This design comes from an exercise in tuning for small area, a short achievable clock period and few clock cycles per item on the open sky130 flow, not from production work.
Function was checked by simulation only, so behaviour that the tests miss may differ from the original.
Power figures rest on the tool's default switching activity, not on a simulated workload.

run B:
==> flow/design.v (excerpt) <==
module subpicture_rle_decoder_unit (
  input  logic        clk,
  input  logic        rst,
  input  logic        cfg_we,
  input  logic [1:0]  cfg_index,
  input  logic [9:0]  cfg_data,
  input  logic        s_tvalid,
  output logic        s_tready,
  input  logic [7:0]  s_tdata,    
  input  logic [2:0]  s_tuser,    
  input  logic        s_tlast,    
  output logic        m_tvalid,
  input  logic        m_tready,
  output logic [srd_pkg::OUT_DATA_W-1:0] m_tdata,
  output logic        m_tlast
);
  logic [9:0] a_left, a_top, a_right, a_bottom;
  always_ff @(posedge clk) begin
    if (rst) begin
      a_left   <= srd_pkg::AREA_LEFT_RST;
      a_top    <= srd_pkg::AREA_TOP_RST;
      a_right  <= srd_pkg::AREA_RIGHT_RST;
      a_bottom <= srd_pkg::AREA_BOTTOM_RST;
    end else if (cfg_we) begin
      case (cfg_index)
        2'd0: a_left   <= cfg_data;
        2'd1: a_top    <= cfg_data;
        2'd2: a_right  <= (cfg_data > 10'(srd_pkg::SCREEN_WIDTH - 1)) ?
                          10'(srd_pkg::SCREEN_WIDTH - 1) : cfg_data;
        default: a_bottom <= (cfg_data > 10'(srd_pkg::SCREEN_HEIGHT - 1)) ?
                             10'(srd_pkg::SCREEN_HEIGHT - 1) : cfg_data;
      endcase
    end
  end
  logic [10:0] a_rl;
  logic [9:0]  a_top1;
  logic        a_idle0, a_idle1;
  assign a_rl    = {1'b0, a_right} - {1'b0, a_left};
  assign a_top1  = a_top + 10'd1;
  assign a_idle0 = a_top > a_bottom;
  assign a_idle1 = {1'b0, a_top} + 11'd1 > {1'b0, a_bottom};
  logic        sk_v, in_v, s_rdy;
  logic [11:0] sk_b, in_b, nb;    
  logic        proc, s_fire, b_load, nb_v;
  ...
For scale: ~2100 cells after synthesis, about 460 flip-flops, ~0.024 mm^2 of cells after synthesis.
clock: 14.0 ns
lec_check: 0
cap_margin: 40
core_margin: 2
core_utilization: 50
place_density: 0.65
slew_margin: 40
tns_end_percent: 0
standard.sh (not shown) runs the stock make flow with config.mk's settings and CLKGATE_MAP_FILE= SYNTH_SCRIPT=/design/flow/synth_recipe.tcl, a recipe that flattens the netlist after the stock synthesis.
==> flow/flow/run.sh <==
#!/bin/bash
# Standard ORFS layout (the standard.sh, standard synthesis unchanged), with
# buf_1 port buffers instead of the default delay cells, timing repair aiming past
# the required slack, and a clock tree with larger sink clusters and no dummy loads.
# Each step's full output goes to its own log here.
set -euo pipefail
EXTRA=("BUFFER_PORTS_ARGS=-buffer_cell sky130_fd_sc_hd__buf_1"
       "SETUP_SLACK_MARGIN=9.9"
       "CTS_ARGS=-sink_clustering_enable -repair_clock_nets -dont_use_dummy_load -sink_clustering_size 24 -sink_clustering_max_diameter 80")
bash standard.sh synth "${EXTRA[@]}" > flow_synth.log 2>&1
bash standard.sh finish "${EXTRA[@]}" > flow_layout.log 2>&1
Testbench counts of run B, summed over its fixed seeds: cycles 12,320, bytes 12,000.
For run C, these inputs were changed with respect to run B:
--- a/flow/design.v
+++ b/flow/design.v
@@ -45,14 +45,14 @@
   output logic           ub1,      
   output logic           ub2,      
   output srd_pkg::ent_t  ent0,
   output srd_pkg::ent_t  ent1
 );
   logic [10:0] y2;
-  logic [10:0] x0w, saw, sbw, fee;
-  logic [9:0]  x0, y0, sa, sb;
+  logic [10:0] x0w, saw, sbw, sa1, sb1;
+  logic [9:0]  x0, y0, sa, sb, fe;
   logic [10:0] r0, rb;
   logic [5:0]  acc0;
   logic [1:0]  held0;
   logic        fin0;
   logic [3:0]  n1, n2;
   logic        done1, done2, fill1, fill2, wrap1, wrap2, e1, e2, wrap, yend;
@@ -118,25 +118,27 @@
       acc_n  = {2'd0, n2};
       held_n = 2'd1;
     end else begin
       acc_n  = {n1[1:0], n2};
       held_n = held0 + 2'd2;
     end
-    fee  = r0[10] ? ({1'b0, x0} + 11'd1) : ({1'b0, right} + 11'd1);
+    fe   = r0[10] ? x0 : right;
+    sa1  = saw - 11'd1;
+    sb1  = sbw - 11'd1;
     q1r.np    = np;
     q1r.last  = !e2;
     q1r.fd    = wrap1 && yend;
     q1r.color = n1[1:0];
-    q1r.ende  = fill1 ? fee : saw;
+    q1r.ende  = fill1 ? {1'b0, fe} : sa1;
     q1r.y     = y0;
     q1r.x     = x0;
     q2r.np    = np && !e1;
     q2r.last  = 1'b1;
     q2r.fd    = wrap2 && yend;
     q2r.color = n2[1:0];
-    q2r.ende  = fill2 ? fee : sbw;
+    q2r.ende  = fill2 ? {1'b0, fe} : sb1;
     q2r.y     = y0;
     q2r.x     = done1 ? sa : x0;
     ent0  = (!fin0 && done1) ? q1r : q2r;
     ent1  = q2r;
     tokb  = np && (fin0 || (!done1 && !done2));
     push1 = e1 || e2;
@@ -254,13 +256,13 @@
   logic          o_v, o_take;
   logic          b0, b1, b2;    
   assign o_take = !o_v || m_tready;
   assign b0     = !qh1 || (!qh2 && o_take);
   assign b1     = qh2 ? o_take : (qh1 && !o_take);
   assign b2     = qh2 && !o_take;
-  assign proc   = in_v && (b0 || (!in_b[1] && b1 && !ub2));
+  assign proc   = in_v && (b0 || (!tokb && ((b1 && !ub2) || (b2 && !ub1))));
   always_ff @(posedge clk) begin
     if (rst) begin
       qh1 <= 1'b0;
       qh2 <= 1'b0;
     end else begin
       qh1 <= !b0 || (proc && push1);
@@ -279,13 +281,13 @@
   logic [3:0][10:0] bmaxx;
   logic [3:0]  bv;
   logic [9:0]  rs_minx, rs_miny, rs_maxx, rs_maxy;
   logic [9:0]  sminx, sminy, smaxy;
   logic [10:0] smaxx;
   logic [9:0]  nminx, nminy, nmaxy;
-  logic [10:0] nmaxx, hend;
+  logic [10:0] nmaxx;
   logic        pop, np_tok;
   srd_pkg::ent_t h;
   logic [9:0]  o_x, o_y, o_len, o_minx, o_miny, o_maxy;
   logic [10:0] o_maxx;
   logic [1:0]  o_color;
   logic        o_fd, o_last;
@@ -303,14 +305,13 @@
       sminy = bminy[h.color];
       smaxx = bmaxx[h.color];
       smaxy = bmaxy[h.color];
     end
     nminx = (h.x < sminx) ? h.x : sminx;
     nminy = (h.y < sminy) ? h.y : sminy;
-    hend  = h.ende - 11'd1;
-    nmaxx = (hend > smaxx) ? hend : smaxx;
+    nmaxx = (h.ende > smaxx) ? h.ende : smaxx;
     nmaxy = (h.y > smaxy) ? h.y : smaxy;
   end
   always_ff @(posedge clk) begin
     if (rst) begin
       o_v     <= 1'b0;
       bv      <= 4'h0;
@@ -345,13 +346,13 @@
     end
   end
   always_ff @(posedge clk) begin
     if (o_take) begin
       o_x     <= h.x;
       o_y     <= h.y;
-      o_len   <= 10'(h.ende - {1'b0, h.x});
+      o_len   <= 10'(h.ende - {1'b0, h.x} + 11'd1);
       o_color <= h.color;
       o_fd    <= h.fd;
       o_last  <= h.last;
       o_minx  <= nminx;
       o_miny  <= nminy;
       o_maxx  <= nmaxx;
--- outcome ---
Compared with run B, run C degrades maximum VDD drop. Post-synthesis compound-gate area fraction delta (run B -> run C): insignificant. In run C, the well-tap cell count came out 1.3% below the value in run B. Run C against run B: number of instances in the synthesized netlist lower, clock network fraction of design power went down by 1.4 points, arrival time reported for the critical path endpoint went down by 0.11 ns, area fraction in and, or, nand and nor cells after synthesis lower, half-perimeter wire length after detailed placement shrank by 2.2%. In terms of area share of xor/xnor cells in the synthesized design, run B and run C differ only marginally. Maximum frequency (run C over run B): decrease, 1.6%. Run C vs run B, last element of the critical path: pr[2]$_DFFE_PP_ vs pr[9]$_DFFE_PP_. Higher post-placement setup slack was reported by run B, not run C. Run B and run C ended up with roughly the same source-to-sink clock delay at the later pin of the worst-skew pair.
Testbench counts of run C, summed over its fixed seeds: cycles 12,276, bytes 12,000.

-- separate check: timing with driven ports --
The flow's constraints put no driver on any port. The routed layouts listed below were extracted and timed again, unchanged, in two steps.
Step 1 assumes that a clkbuf_16 drives the clock port and a buf_2 every other input.
Step 2 times the ports against the registers' clock, not the clock port: input delays grow and output delays shrink by t, the midpoint of the rising clock arrivals with the driver on.
Slacks: ideal ports / drivers / drivers and shift; pairs: ideal ports / drivers.
run | t, ns | slack for setup (ns) | worst register clock-pin slew, ns
run B | 0.621 | 9.774 / 9.806 / 9.186 | 0.09 / 0.09
run C | 0.619 | 9.706 / 9.745 / 9.127 | 0.10 / 0.10
After both steps setup and hold are still met in every run listed. The setup slack of run B, which loses most, moves by +0.032 ns with the drivers and by -0.588 ns with both steps.
